Context: an optimization exercise on an open-source flow, tuned for a short achievable clock period and few clock cycles. The choices shown serve that exercise and are no tape-out recipe. In this exercise RTL edits were held to simulation tests only and were not proved equivalent to the original. Power is estimated from default activity; no workload was simulated.

===== flow/design.v =====
package mc_pkg;
  localparam logic [5:0] OP_RTYPE = 6'h00, OP_J = 6'h02, OP_BEQ = 6'h04, OP_ADDI = 6'h08, OP_LW = 6'h23, OP_SW = 6'h2B;
  localparam logic [5:0] FN_ADD = 6'h20, FN_SUB = 6'h22, FN_AND = 6'h24, FN_OR = 6'h25, FN_SLT = 6'h2A;
  localparam logic [3:0] ALU_AND = 4'b0000, ALU_OR = 4'b0001, ALU_ADD = 4'b0010, ALU_SUB = 4'b0110, ALU_SLT = 4'b0111;
  typedef enum logic [2:0] {FETCH, DECODE, EXEC, MEM, WB, HALT} state_e;
endpackage
import mc_pkg::*;
module alu
(
  input  logic [3:0]  op_i,
  input  logic [31:0] a_i,
  input  logic [31:0] b_i,
  output logic [31:0] y_o
);
  always_comb
    y_o = op_i == ALU_SUB ? a_i - b_i :
          op_i == ALU_AND ? a_i & b_i :
          op_i == ALU_OR  ? a_i | b_i :
          op_i == ALU_SLT ? {31'd0, $signed(a_i) < $signed(b_i)} : a_i + b_i;
endmodule
module reg_file #(
  parameter bit ZERO_ON_RESET = 1'b1
) (
  input  logic        clk,
  input  logic        reset,
  input  logic [4:0]  ra_i,
  input  logic [4:0]  rb_i,
  input  logic [4:0]  wa_i,
  input  logic [31:0] wd_i,
  input  logic        we_i,
  output logic [31:0] rda_o,
  output logic [31:0] rdb_o
);
  logic [31:0] r_q [32];
  always_ff @(posedge clk)
    if (reset && ZERO_ON_RESET) for (int i = 0; i < 32; i++) r_q[i] <= '0;
    else if (we_i && wa_i != 5'd0) r_q[wa_i] <= wd_i;
  always_comb begin
    rda_o = ra_i == 5'd0 ? '0 : r_q[ra_i];
    rdb_o = rb_i == 5'd0 ? '0 : r_q[rb_i];
  end
endmodule
import mc_pkg::*;
module mc_control
(
  input  logic       clk,
  input  logic       reset,
  input  logic [5:0] op_i,
  input  logic [5:0] funct_i,
  input  logic       inst_ready_i,
  input  logic       mem_ready_i,
  input  logic       eq_i,
  output mc_pkg::state_e state_o,
  output logic [3:0] alu_op_o,
  output logic       reg_we_o,
  output logic       wr_rd_o,
  output logic       wd_mdr_o,
  output logic       pc_inc_o,
  output logic       pc_br_o,
  output logic       pc_jmp_o,
  output logic       inst_req_o,
  output logic       mem_read_o,
  output logic       mem_write_o,
  output logic       retire_o,
  output logic       halted_o
);
  mc_pkg::state_e state_q;
  mc_pkg::state_e state_d;
  logic boot_q, rtype, mem_op, ctl_op, legal;
  always_ff @(posedge clk)
    if (reset) begin
      state_q <= FETCH;
      boot_q  <= 1'b1;
    end else begin
      state_q <= state_d;
      boot_q  <= 1'b0;
    end
  always_comb begin
    rtype       = op_i == OP_RTYPE;
    mem_op      = op_i == OP_LW || op_i == OP_SW;
    ctl_op      = op_i == OP_BEQ || op_i == OP_J;
    legal       = rtype ? (funct_i == FN_ADD || funct_i == FN_SUB || funct_i == FN_AND || funct_i == FN_OR || funct_i == FN_SLT)
                        : (op_i == OP_J || op_i == OP_BEQ || op_i == OP_ADDI || op_i == OP_LW || op_i == OP_SW);
    inst_req_o  = state_q == FETCH && !boot_q;
    pc_inc_o    = inst_req_o && inst_ready_i;
    alu_op_o    = state_q == EXEC && rtype ? (funct_i == FN_SUB ? ALU_SUB : funct_i == FN_AND ? ALU_AND : funct_i == FN_OR ? ALU_OR :
                   funct_i == FN_SLT ? ALU_SLT : ALU_ADD) : ALU_ADD;
    pc_br_o     = state_q == EXEC && op_i == OP_BEQ && eq_i;
    pc_jmp_o    = state_q == EXEC && op_i == OP_J;
    mem_read_o  = state_q == MEM && op_i == OP_LW;
    mem_write_o = state_q == MEM && op_i == OP_SW;
    reg_we_o    = state_q == WB;
    retire_o    = reg_we_o || (state_q == EXEC && ctl_op) || (mem_write_o && mem_ready_i);
    halted_o    = state_q == HALT;
    wr_rd_o     = rtype;
    wd_mdr_o    = op_i == OP_LW;
    state_o     = state_q;
    case (state_q)
      FETCH:   state_d = pc_inc_o ? DECODE : FETCH;
      DECODE:  state_d = legal ? EXEC : HALT;
      EXEC:    state_d = ctl_op ? FETCH : mem_op ? MEM : WB;
      MEM:     state_d = !mem_ready_i ? MEM : mem_write_o ? FETCH : WB;
      WB:      state_d = FETCH;
      default: state_d = HALT;
    endcase
  end
endmodule
import mc_pkg::*;
module mc_processor
#(
  parameter logic [31:0] RESET_ADDR         = 32'h0000_0000,
  parameter bit          ZERO_REGS_ON_RESET = 1'b1
) (
  input  logic        clk,
  input  logic        reset,
  output logic [31:0] inst_addr,
  output logic        inst_req,
  input  logic [31:0] instr,
  input  logic        inst_ready,
  output logic [31:0] data_addr,
  output logic [31:0] data_in,
  output logic        mem_read,
  output logic        mem_write,
  input  logic [31:0] data_out,
  input  logic        mem_ready,
  output logic        retire,
  output logic        halted
);
  mc_pkg::state_e      state;
  logic [31:0] pc_q, ir_q, a_q, b_q, alu_q, mdr_q, tgt_q;
  logic [31:0] sext, alu_a, alu_b, alu_y, rs_data, rt_data;
  logic [3:0]  alu_op;
  logic        reg_we, wr_rd, wd_mdr, pc_inc, pc_br, pc_jmp;
  mc_control u_ctl (
    .clk(clk), .reset(reset), .op_i(ir_q[31:26]), .funct_i(ir_q[5:0]),
    .inst_ready_i(inst_ready), .mem_ready_i(mem_ready), .eq_i(a_q == b_q),
    .state_o(state), .alu_op_o(alu_op), .reg_we_o(reg_we), .wr_rd_o(wr_rd), .wd_mdr_o(wd_mdr),
    .pc_inc_o(pc_inc), .pc_br_o(pc_br), .pc_jmp_o(pc_jmp), .inst_req_o(inst_req),
    .mem_read_o(mem_read), .mem_write_o(mem_write), .retire_o(retire), .halted_o(halted)
  );
  always_comb begin
    sext  = {{16{ir_q[15]}}, ir_q[15:0]};
    alu_a = state == FETCH || state == DECODE ? pc_q : a_q;
    alu_b = state == FETCH ? 32'd4 : state == DECODE ? {sext[29:0], 2'b00} : ir_q[31:26] == OP_RTYPE ? b_q : sext;
  end
  alu u_alu (.op_i(alu_op), .a_i(alu_a), .b_i(alu_b), .y_o(alu_y));
  reg_file #(.ZERO_ON_RESET(ZERO_REGS_ON_RESET)) u_rf (
    .clk(clk), .reset(reset), .ra_i(ir_q[25:21]), .rb_i(ir_q[20:16]),
    .wa_i(wr_rd ? ir_q[15:11] : ir_q[20:16]), .wd_i(wd_mdr ? mdr_q : alu_q),
    .we_i(reg_we && !reset), .rda_o(rs_data), .rdb_o(rt_data)
  );
  always_ff @(posedge clk)
    if (reset) begin
      pc_q  <= RESET_ADDR;
      ir_q  <= '0;
      a_q   <= '0;
      b_q   <= '0;
      alu_q <= '0;
      mdr_q <= '0;
      tgt_q <= '0;
    end else begin
      if (pc_inc) begin
        pc_q <= alu_y;
        ir_q <= instr;
      end
      if (pc_br) pc_q <= tgt_q;
      if (pc_jmp) pc_q <= {pc_q[31:28], ir_q[25:0], 2'b00};
      if (state == DECODE) begin
        a_q   <= rs_data;
        b_q   <= rt_data;
        tgt_q <= alu_y;
      end
      if (state == EXEC) alu_q <= alu_y;
      if (mem_read && mem_ready) mdr_q <= data_out;
    end
  always_comb begin
    inst_addr = pc_q;
    data_addr = alu_q;
    data_in   = b_q;
  end
endmodule

===== flow/run.sh =====
#!/bin/bash
# synth_recipe.tcl (not shown) runs the flow's synth.tcl, then flattens the netlist and writes it again
# the make line also repeats each setting of config.mk as NAME=value (left out here)
make -C /OpenROAD-flow-scripts/flow DESIGN_CONFIG=/design/flow/config.mk WORK_HOME=/design/flow/orfs CLKGATE_MAP_FILE= SYNTH_SCRIPT=/design/flow/synth_recipe.tcl finish

===== flow/config.mk =====
export PLATFORM = sky130hd
export DESIGN_NAME = mc_processor
export DESIGN_NICKNAME = mc_processor
export VERILOG_FILES = /design/flow/design.v
export SDC_FILE = /design/flow/constraint.sdc
export NUM_CORES = 4
export LEC_CHECK = 0
export CAP_MARGIN = 20
export CORE_MARGIN = 2
export CORE_UTILIZATION = 40
export SLEW_MARGIN = 20

===== flow/constraint.sdc =====
create_clock -name core_clock -period 6.0 [get_ports {clk}]
set_input_delay 1.2000 -clock core_clock [delete_from_list [all_inputs] [get_ports {clk}]]
set_output_delay 1.2000 -clock core_clock [all_outputs]
set_load 0.01 [all_outputs]

==> summary.txt <==
==> through the flow <==
stage | setup WS (ns) | total power [W] | util
floorplan | 1.681 | 0.01195 | -
global placement | 0.8642 | 0.01302 | 0.4299
detailed placement | 0.8323 | 0.01306 | 0.4308
CTS | 0.8098 | 0.02139 | 0.4571
global route | 0.2886 | 0.02194 | 0.4603
finish | 0.7165 | 0.02136 | 0.4603
==> routing by layer <==
layer | track usage | vias to the layer above
met4 | 0.09760 | 10
li1 | - | 19720
met5 | 0 | -
met3 | 0.04832 | 456
met1 | 0.3434 | 24200
met2 | 0.4474 | 2276
==> report_power, final <==
part | internal [W] | switching, W | total, W
Sequential | 0.00976 | 0.000292 | 0.0100
Clock | 0.00476 | 0.00367 | 0.00842
Combinational | 0.00122 | 0.00167 | 0.00289
Total | 0.0157 | 0.00562 | 0.0214
==> cells by family (layout without fill, tap and decap cells) <==
family                     Yosys count  in the layout  share of synthesized area
muxes                              815            815                     0.2404
DFF                               1262           1262                     0.5280
and+or+nand+nor                   1848           1848                     0.1140
other                                1             35                 0.00005575
xor gates and xnor gates            53             53                   0.006901
adders and majority gates          101            101                    0.01897
buffers and inverters              619            697                    0.03560
AOI/OAI and AO/OA                  581            581                    0.05605
==> final timing paths <==
check | startpoint | end | slack, ns | cells after the start
setup reg to reg | u_ctl.state_q[0]$_SDFF_PP0_ | pc_q[26]$_SDFFE_PP0P_ | 0.72 | 16
hold / removal | tgt_q[1]$_SDFFE_PP0P_ | tgt_q[1]$_SDFFE_PP0P_ | 0.46 | 2
setup / recovery | u_ctl.state_q[0]$_SDFF_PP0_ | pc_q[26]$_SDFFE_PP0P_ | 0.72 | 16
hold reg to reg | tgt_q[1]$_SDFFE_PP0P_ | tgt_q[1]$_SDFFE_PP0P_ | 0.46 | 2
==> worst max-delay path, stage by stage (launching register included) <==
cell and delay, ns:
dfxtp_1 0.60, nor2b_1 0.42, nor2b_4 0.24, buf_4 0.33, o21ai_1 0.38, nand2_1 0.16, nand2_1 0.10, ha_1 0.57
and2_1 0.30, a32o_1 0.27, a211o_1 0.27, a221oi_1 0.21, nand2_1 0.23, a311o_1 0.37, a311oi_1 0.43, nand2b_1 0.17
a31oi_1 0.09
==> sequential cells by signal (all words and copies together) (netlist names), named ones only <==
signal,flops
pc_q,32
tgt_q,32
u_rf.r_q,1024
u_ctl.state_q,3
u_ctl.boot_q,1
a_q,32
alu_q,32
ir_q,32
b_q,32
mdr_q,32
==> cell type report <==
type / instances / area share
timing repair buffer: 327 / 0.04696
inverter: 123 / 0.006005
clock inverter: 72 / 0.008804
sequential: 1262 / 0.4623
antenna: 3 / 0.00009764
tap: 2204 / 0.03587
multi-input combinational: 3430 / 0.3916
clock buffer: 175 / 0.04833
==> placed cells by master, fill, tap and decap left out, types with 12 or more instances in the layout <==
master	instances
nor2_1	1256
edfxtp_1	1024
mux4_2	640
nand2_1	285
dfxtp_1	227
a21oi_1	225
clkdlybuf4s50_1	167
clkbuf_16	142
mux2i_1	141
inv_1	121
buf_4	112
ha_1	98
a211oi_1	58
o21ai_0	57
nand3_1	40
xnor2_1	36
a31oi_1	34
nor3_1	33
nand2b_1	33
nand2_2	32
conb_1	32
mux2i_4	31
nand2b_2	30
a22oi_1	29
clkbuf_1	28
clkinv_1	27
o21a_1	23
clkinv_2	23
buf_16	21
buf_12	21
a21o_1	18
nand3b_1	17
xor2_1	17
nor2b_1	16
nand4_1	15
and3_1	13
or3_1	12
==> flow_metrics.py <==
metrics = {
    "timing": {
        "slew_violations": 0,
        "period_share": 0.8806,
        "tightestPinTransition_ns": 1.163,
        "setup_viol": 0,
        "skew_ns": 0.02458,
        "fin_crit_ns": 5.284,
        "max_slew_margin": 0.2225,
        "fin_tns_setup_ns": 0,
        "rsz0062_at_grt": "false",
        "holdWs_ns": 0.4607,
        "max_freq_ghz": 0.1893,
        "hold_violations": 0,
    },
    "finish": {
        "layout.area.seq_um2": 35550,
        "final_layout_size_suffix_gt1_frac": 0.2123,
        "areaGrowthSynthToFinish_pct": 14.31,
        "nNetsFinal": 5449,
        "stdcell_area_um2": 76890,
        "multiInputGateArea_um2": 30110,
        "fillCellCount": 14820,
        "stdcell_count": 7596,
    },
    "yosys": {
        "synth.most_common_cell": "nor2_1",
        "synth_edf_count": 1024,
        "yosys_warnings": 4,
        "syn-mean-instance-area_um2": 12.74,
        "synth_common_cells": "nor2_1 (1258), edfxtp_1 (1024), mux4_2 (640)",
        "synth_top_cell_by_area": "edfxtp_1",
        "syn_inst": 5280,
        "seq_area_frac_synth": 0.5280,
        "synthTopCellsByArea": "edfxtp_1 (46%), mux4_2 (21%), dfxtp_1 (7.1%)",
        "synth_area_um2": 67260,
        "synthDistinctLibCells": 92,
        "synthFlopType": "edfxtp_1",
        "yosysTopAreaCellShare": 0.4572,
        "synth_seq_cells": 1262,
        "ys_async_sr_fraction": 0,
    },
    "cts": {
        "clk_pin_slew_ns": 0.06,
        "post_cts_buffers": 0,
        "clk_latency_ns": 0.80,
        "clock-sinks": 1262,
        "cts_tree": "built",
        "hold_buffers": 0,
        "root_buffer": "clkbuf_16",
        "cts-htree-levels": 4,
        "cts_buffer_depth": 3,
        "cts-buffers-inserted": 137,
        "cts_resized": 0,
    },
    "detailed_routing": {
        "ant_nets": 0,
        "wire_per_inst_um": 30.33,
        "vias": 46670,
        "met3WireLength_mm": 18.22,
        "drt-pass1-iter-count": 6,
        "drt_iter0_drc": 5648,
        "wl_met2_mm": 114.0,
        "routed_wirelength_mm": 230.4,
        "drt-met1-wl_mm": 89.15,
        "viasPerCell": 6.144,
        "highest_layer": "met5",
        "post-route-drc-count": 0,
    },
    "flow_run": {
        "max_cap_violations": 0,
    },
    "placement": {
        "dpl_cell_area_um2": 71960,
        "dpl.hpwl_mm": 153.7,
        "dp_cells": 7326,
        "gp_congestion": 0.9759,
        "port_buffers": 168,
    },
    "setup_path": {
        "cp-end-kind": "flip-flop",
        "cp.required_ns": 6.64,
        "worst_ep_arrival_time_ns": 5.92,
        "startpoint_type": "flip-flop",
        "critPathMaxFanout": 25,
        "path_class": "reg -> reg",
    },
    "global_routing": {
        "grt_pass1_vias": 46630,
        "grt_antenna_before_repair": 7,
        "grt_usage": 0.2657,
        "grt_max_degree": 105,
        "grt-ovfl-total": 0,
        "grt_pass1_wl_mm": 333.7,
    },
    "floorplan": {
        "dieHeight_um": 414.1,
        "core_um2": 167000,
        "rows": 150,
        "initial_utilization": 0.4027,
        "die-area_um2": 171500,
        "ios": 169,
        "die_x_um": 414.1,
    },
    "power_and_ir_drop": {
        "leakagePower_nw": 25.13,
        "ir_drop_mv": 0.3099,
        "p_per_area_nw_per_um2": 277.8,
    },
    "min_path": {
        "hold_path_class": "reg -> reg",
    },
    "status": {
        "status": "no timing/DRC/antenna violations",
    },
}
Testbench counts, summed over its fixed seeds: cycles 94,509.

-- port drivers added, routing unchanged --
How much do the figures lean on ideal ports? The routed layout below was timed once more, with nothing changed but the port constraints.
Step 1 sets driving cells, clkbuf_16 on the clock port and buf_2 on the other inputs (assumed; they add their load-dependent delay and slew).
Step 2 times the ports against the registers' clock, not the clock port: input delays grow and output delays shrink by t, the midpoint of the rising clock arrivals with the driver on.
Slacks: ideal / step 1 / step 2; pairs: ideal / step 1.
t (ns): 0.869
setup WS [ns]: 0.716 / 0.716 / 0.716
slew at the worst register clock pin (ns): 0.07 / 0.07
cell pins on the clock port's net: 1
After both steps setup and hold are still met in this run. For this run, drivers alone change the setup slack by 0.000 ns; drivers and shift together by 0.000 ns.
